From an optimization exercise on the open Yosys and OpenROAD flow, aimed at small area; shortcuts taken in it are not production practice.
Only simulation tests tie the RTL to the original design; equivalence was not proved.

Setup of run A:
// rgb_conv3x3_engine
module rgb_conv3x3_engine
#(
  parameter int DATA_WIDTH   = rgb_conv_pkg::DATA_WIDTH,
  parameter int WEIGHT_WIDTH = rgb_conv_pkg::WEIGHT_WIDTH,
  parameter int ACC_WIDTH    = rgb_conv_pkg::ACC_WIDTH,
  parameter int IMAGE_SIZE   = 224
) (
  input  logic                         clk,
  input  logic                         rst,
  input  logic                         col_valid,
  input  logic [3*DATA_WIDTH-1:0]      col_r,
  input  logic [3*DATA_WIDTH-1:0]      col_g,
  input  logic [3*DATA_WIDTH-1:0]      col_b,
  input  logic                         wt_we,
  input  logic [4:0]                   wt_addr,
  input  logic [ACC_WIDTH-1:0]         wt_data,
  output logic signed [ACC_WIDTH-1:0]  conv_out,
  output logic                         conv_valid,
  output logic [7:0]                   out_row,
  output logic [7:0]                   out_col,
  output logic                         frame_done
);
Size in the first run: roughly 4600 cells after synthesis, ~530 flip-flops, ~60000 um2 of cells after synthesis.
clock: 10.0 ns
lec_check: 0
cap_margin: 20
core_margin: 2
core_utilization: 65
cts_buf_list: sky130_fd_sc_hd__clkbuf_4 sky130_fd_sc_hd__clkbuf_8
gpl_timing_driven: 0
place_density: 0.75
slew_margin: 20
synth_hierarchical: 1
synth_minimum_keep_size: 0
run.sh (not shown) runs the stock make flow with config.mk's settings and CLKGATE_MAP_FILE= SYNTH_SCRIPT=/design/flow/synth_recipe.tcl, a recipe that flattens the netlist after the stock synthesis.
Run A reached the end of the flow, and the finished layout is clean on the timing, DRC and antenna checks.
Here is what was changed in the inputs of run B compared with run A.
diff --git a/flow/config.mk b/flow/config.mk
--- a/flow/config.mk
+++ b/flow/config.mk
@@ -10,4 +10,2 @@
-export CORE_UTILIZATION = 65
-export CTS_BUF_LIST = sky130_fd_sc_hd__clkbuf_4 sky130_fd_sc_hd__clkbuf_8
-export GPL_TIMING_DRIVEN = 0
-export PLACE_DENSITY = 0.75
+export CORE_UTILIZATION = 45
+export PLACE_DENSITY = 0.6
## What came out
- Changes observed in run B relative to run A: area of the core region has increased, gate count after technology mapping has remained practically unchanged, longest individual stage delay on the worst path has decreased, detailed-route vias per instance has decreased.

========
Setup of job 8162:
Another version of the RTL of rgb_conv3x3_engine (not shown whole).
For scale: ~520 flip-flops, ~150 I/O pins, ~59000 sq um of cells after synthesis.
==> flow/config.mk <==
export PLATFORM = sky130hd
export DESIGN_NAME = rgb_conv3x3_engine
export DESIGN_NICKNAME = rgb_conv3x3_engine
export VERILOG_FILES = /design/flow/design.v
export SDC_FILE = /design/flow/constraint.sdc
export NUM_CORES = 4
export LEC_CHECK = 0
export CAP_MARGIN = 20
export CORE_MARGIN = 2
export CORE_UTILIZATION = 45
export PLACE_DENSITY = 0.6
export SLEW_MARGIN = 20
export SYNTH_HIERARCHICAL = 1
export SYNTH_MINIMUM_KEEP_SIZE = 0
==> flow/constraint.sdc <==
create_clock -name core_clock -period 10.0 [get_ports {clk}]
set_input_delay 2.0000 -clock core_clock [delete_from_list [all_inputs] [get_ports {clk}]]
set_output_delay 2.0000 -clock core_clock [all_outputs]
set_load 0.01 [all_outputs]
standard.sh (not shown) runs the stock make flow with config.mk's settings and CLKGATE_MAP_FILE= SYNTH_SCRIPT=/design/flow/synth_recipe.tcl, a recipe that flattens the netlist after the stock synthesis.
==> flow/flow/run.sh <==
#!/bin/bash
set -euo pipefail
export BUFFER_PORTS_ARGS="-buffer_cell sky130_fd_sc_hd__buf_1"
export CTS_ARGS="-sink_clustering_enable -repair_clock_nets -dont_use_dummy_load -buf_list sky130_fd_sc_hd__clkbuf_8 -sink_clustering_size 14 -sink_clustering_max_diameter 80"
bash standard.sh > flow_make.log 2>&1
### job 8162 -> job 1824
Settings: CORE_UTILIZATION now 70, was 45; PLACE_DENSITY now 0.8, was 0.6.
==> flow/flow/run.sh <==
#!/bin/bash
set -euo pipefail
export BUFFER_PORTS_ARGS="-buffer_cell sky130_fd_sc_hd__buf_1"
export CTS_ARGS="-sink_clustering_enable -repair_clock_nets -dont_use_dummy_load -buf_list sky130_fd_sc_hd__clkbuf_8 -sink_clustering_size 12 -sink_clustering_max_diameter 70"
bash standard.sh > flow_make.log 2>&1
Count of boundary I/O pins came out exactly the same in job 8162 and job 1824. Per the comparison of job 1824 with job 8162, clock period minus worst slack lost 57 ps, cell count of the worst reg-to-reg path picked up an extra 1. | buffers inserted during post-CTS setup optimization | job 1824 vs job 8162 | ≈ equal |. | placed wire-length estimate after detailed placement | job 1824 vs job 8162 | better |. Maximum number of pins on one net before global-route repair delta for job 1824 relative to job 8162: 5 lower. Job 1824 vs job 8162, total via count in the routed design went up by about 5%. Of job 1824 and job 8162, it is job 1824 that has the higher critical path depth. The lower effective utilization at floorplan of job 8162 and job 1824 is in job 8162.
### job 1824 -> job 3047
Settings: PLACE_DENSITY: 0.8 -> 0.88; CORE_UTILIZATION: 70 -> 80.
==> flow/flow/run.sh <==
#!/bin/bash
set -euo pipefail
export BUFFER_PORTS_ARGS="-buffer_cell sky130_fd_sc_hd__buf_1"
export CTS_ARGS="-sink_clustering_enable -repair_clock_nets -dont_use_dummy_load -buf_list sky130_fd_sc_hd__clkbuf_8 -sink_clustering_size 14 -sink_clustering_max_diameter 80"
bash standard.sh > flow_make.log 2>&1
[summary]
As of job 3047, total of clock buffers placed in the layout had fallen by more than 10% compared to job 1824. From job 1824 to job 3047 the numbers moved as follows: overall routing resource usage rose 6.0 points.
### job 3047 -> job 9039
Settings: changing CORE_UTILIZATION from 80 to 70; changing PLACE_DENSITY from 0.88 to 0.8.
## What came out
- Across job 9039 and job 3047, the outcome is the same: a clean finish for every run.
- Against job 3047, job 9039 comes in about 13% higher on number of tap instances.
- Core util | job 9039 vs job 3047 | job 9039 lower
- Compared with job 3047, job 9039 has extra setup slack.

========
## the previous run
rgb_conv3x3_engine, a different RTL version from the one above (not shown whole).
Size in the first run: about 4500 cells after synthesis, roughly 510 flip-flops, roughly 150 I/O pins.
Settings: LEC_CHECK=0, CAP_MARGIN=20, CORE_MARGIN=2, CORE_UTILIZATION=45, PLACE_DENSITY=0.6, SLEW_MARGIN=20, SYNTH_HIERARCHICAL=1, SYNTH_MINIMUM_KEEP_SIZE=0; clock period 10.0 ns.
==> flow/flow/run.sh <==
#!/bin/bash
# Layout flow: the standard ORFS flow (standard.sh, synthesis included,
# unchanged), with two changes to how the layout is made:
#   - each input and output port still gets its own buffer, but the smallest
#     buffer cell instead of a delay buffer;
#   - clock tree synthesis without dummy loads.
# make's full output goes to flow_make.log here; ORFS keeps each step's log
# under orfs/logs/.
set -euo pipefail
export BUFFER_PORTS_ARGS="-buffer_cell sky130_fd_sc_hd__buf_1"
export CTS_ARGS="-sink_clustering_enable -repair_clock_nets -dont_use_dummy_load"
bash standard.sh > flow_make.log 2>&1
The previous run completed end to end with timing, DRC and antenna clean.
--- input diff the previous run..the current run ---
==> flow/run.sh (new file) <==
#!/bin/bash
# synth_recipe.tcl (not shown) runs the flow's synth.tcl, then flattens the netlist and writes it again
# the make line also repeats each setting of config.mk as NAME=value (left out here)
make -C /OpenROAD-flow-scripts/flow DESIGN_CONFIG=/design/flow/config.mk WORK_HOME=/design/flow/orfs CLKGATE_MAP_FILE= SYNTH_SCRIPT=/design/flow/synth_recipe.tcl finish
removed: flow/flow/run.sh
removed: flow/standard.sh
### Flow results
- Die area: the previous run vs the current run, no meaningful difference
- Utilization the previous run -> the current run: up
- Count of plain and timing-repair buffers in the layout (the current run vs. the previous run) increases by a little under 10%
- Comparing the previous run against the current run, there is no change at all in effective utilization at floorplan.
- The lower final critical-path setup slack came out of the current run.
- The previous run has a lower arrival time of the worst setup path than the current run.
- When the current run is set beside the previous run, its sequential share of cell area turns out to be 0.60 points smaller.
- Against the previous run, post-detailed-routing wire length in the current run came out better.
- Routed via count divided by cell count: the current run vs the previous run down 0.84%
- The flow did not stop early for the current run: all stages ran, and the layout cleared the timing, DRC and antenna checks.
- Per the final summary, the previous run finished and its layout is clean on timing, DRC and antenna.
- Across both runs, largest stage delay on the critical path was higher for the current run than for the previous run.

========
Another version of the RTL of rgb_conv3x3_engine (not shown whole).
Size: roughly 5000 cells after synthesis, roughly 150 I/O pins, ~62000 um2 of cells after synthesis.
clock: 10.0 ns
lec_check: 0
abc_area: 1
cap_margin: 20
core_margin: 2
core_utilization: 60
place_density: 0.7
slew_margin: 20
synth_hierarchical: 1
synth_minimum_keep_size: 0
==> flow/flow/run.sh <==
#!/bin/bash
set -euo pipefail
export BUFFER_PORTS_ARGS="-buffer_cell sky130_fd_sc_hd__buf_1"
export CTS_ARGS="-sink_clustering_enable -repair_clock_nets -dont_use_dummy_load -buf_list sky130_fd_sc_hd__clkbuf_8 -sink_clustering_size 14 -sink_clustering_max_diameter 80"
bash standard.sh > flow_make.log 2>&1
Rerun with:
==> flow/flow/run.sh (replaced) <==
#!/bin/bash
set -euo pipefail
export BUFFER_PORTS_ARGS="-buffer_cell sky130_fd_sc_hd__buf_1"
export CTS_ARGS="-sink_clustering_enable -repair_clock_nets -dont_use_dummy_load -buf_list sky130_fd_sc_hd__clkbuf_8 -sink_clustering_size 12 -sink_clustering_max_diameter 70"
bash standard.sh > flow_make.log 2>&1
Settings changed: ABC_AREA 1 to unset, CORE_UTILIZATION 60 to 45, PLACE_DENSITY 0.7 to 0.6.
=>
- via count went down by 3.2%
- hold slack is better by 0.015 ns
- clock skew went up by 0.039 ns
Rerun with:
==> flow/flow/run.sh (replaced) <==
#!/bin/bash
set -euo pipefail
export BUFFER_PORTS_ARGS="-buffer_cell sky130_fd_sc_hd__buf_1"
export CTS_ARGS="-sink_clustering_enable -repair_clock_nets -dont_use_dummy_load -buf_list sky130_fd_sc_hd__clkbuf_8 -sink_clustering_size 14 -sink_clustering_max_diameter 80"
bash standard.sh > flow_make.log 2>&1
=>
- die area is unchanged
- synthesized area stays the same
- core utilization barely changes
- hold slack is worse by 0.0036 ns
- final cell count hardly moves
- maximum frequency goes down by 0.35%
- design area barely changes
- via count barely changes
- setup slack loses 0.030 ns
Rerun with:
Settings changed: CORE_UTILIZATION 45 to 70, PLACE_DENSITY 0.6 to 0.8.
Sequential cell count stays the same.
Via count went up by a few percent.
Register-to-register slack gets worse by 0.05 ns.

what the ideal ports hide:
Ports are ideal in the flow. The routed layouts listed here were re-timed in OpenROAD.
Step 1: set_driving_cell puts a clkbuf_16 on clk and a buf_2 on each other input, an assumption about the parent block.
Step 2 times the ports against the registers' clock, not the clock port: input delays grow and output delays shrink by t, the midpoint of the rising clock arrivals with the driver on.
Three values: ideal ports, drivers, drivers and shift; two values: the first two.
run	shift t [ns]	setup slack, ns	hold WS [ns]	slew at the worst register clock pin (ns)	pins driven straight from the clock port
run A	0.894	0.749 / 0.749 / 0.714	0.295 / 0.295 / 0.295	0.08 / 0.08	1
run B	0.769	0.943 / 0.943 / 0.782	0.325 / 0.325 / 0.325	0.07 / 0.07	1
job 8162	0.810	1.302 / 1.302 / 0.805	0.326 / 0.326 / 0.326	0.11 / 0.11	1
job 1824	0.853	1.359 / 1.359 / 1.009	0.278 / 0.278 / 0.278	0.10 / 0.10	1
job 3047	0.781	1.080 / 1.080 / 0.990	0.320 / 0.320 / 0.320	0.12 / 0.12	1
job 9039	0.871	1.344 / 1.344 / 1.003	0.307 / 0.307 / 0.307	0.11 / 0.11	1
the previous run	0.754	0.195 / 0.195 / -0.017	0.321 / 0.321 / 0.321	0.07 / 0.07	1
the current run	0.772	0.174 / 0.174 / -0.421	0.324 / 0.324 / 0.324	0.08 / 0.08	1
the first run of note 4	0.829	1.168 / 1.168 / 0.737	0.311 / 0.311 / 0.311	0.11 / 0.11	1
the second run of note 4	0.839	1.333 / 1.333 / 0.914	0.327 / 0.327 / 0.327	0.09 / 0.09	1
the third run of note 4	0.833	1.303 / 1.303 / 0.875	0.323 / 0.323 / 0.323	0.11 / 0.11	1
the fourth run of note 4	0.831	1.248 / 1.248 / 1.089	0.330 / 0.330 / 0.330	0.11 / 0.11	1
Met with ideal ports but missed after step 2: setup timing in the previous run and the current run. The setup slack of the current run, which loses most, moves by 0.000 ns with the drivers and by -0.595 ns with both steps.
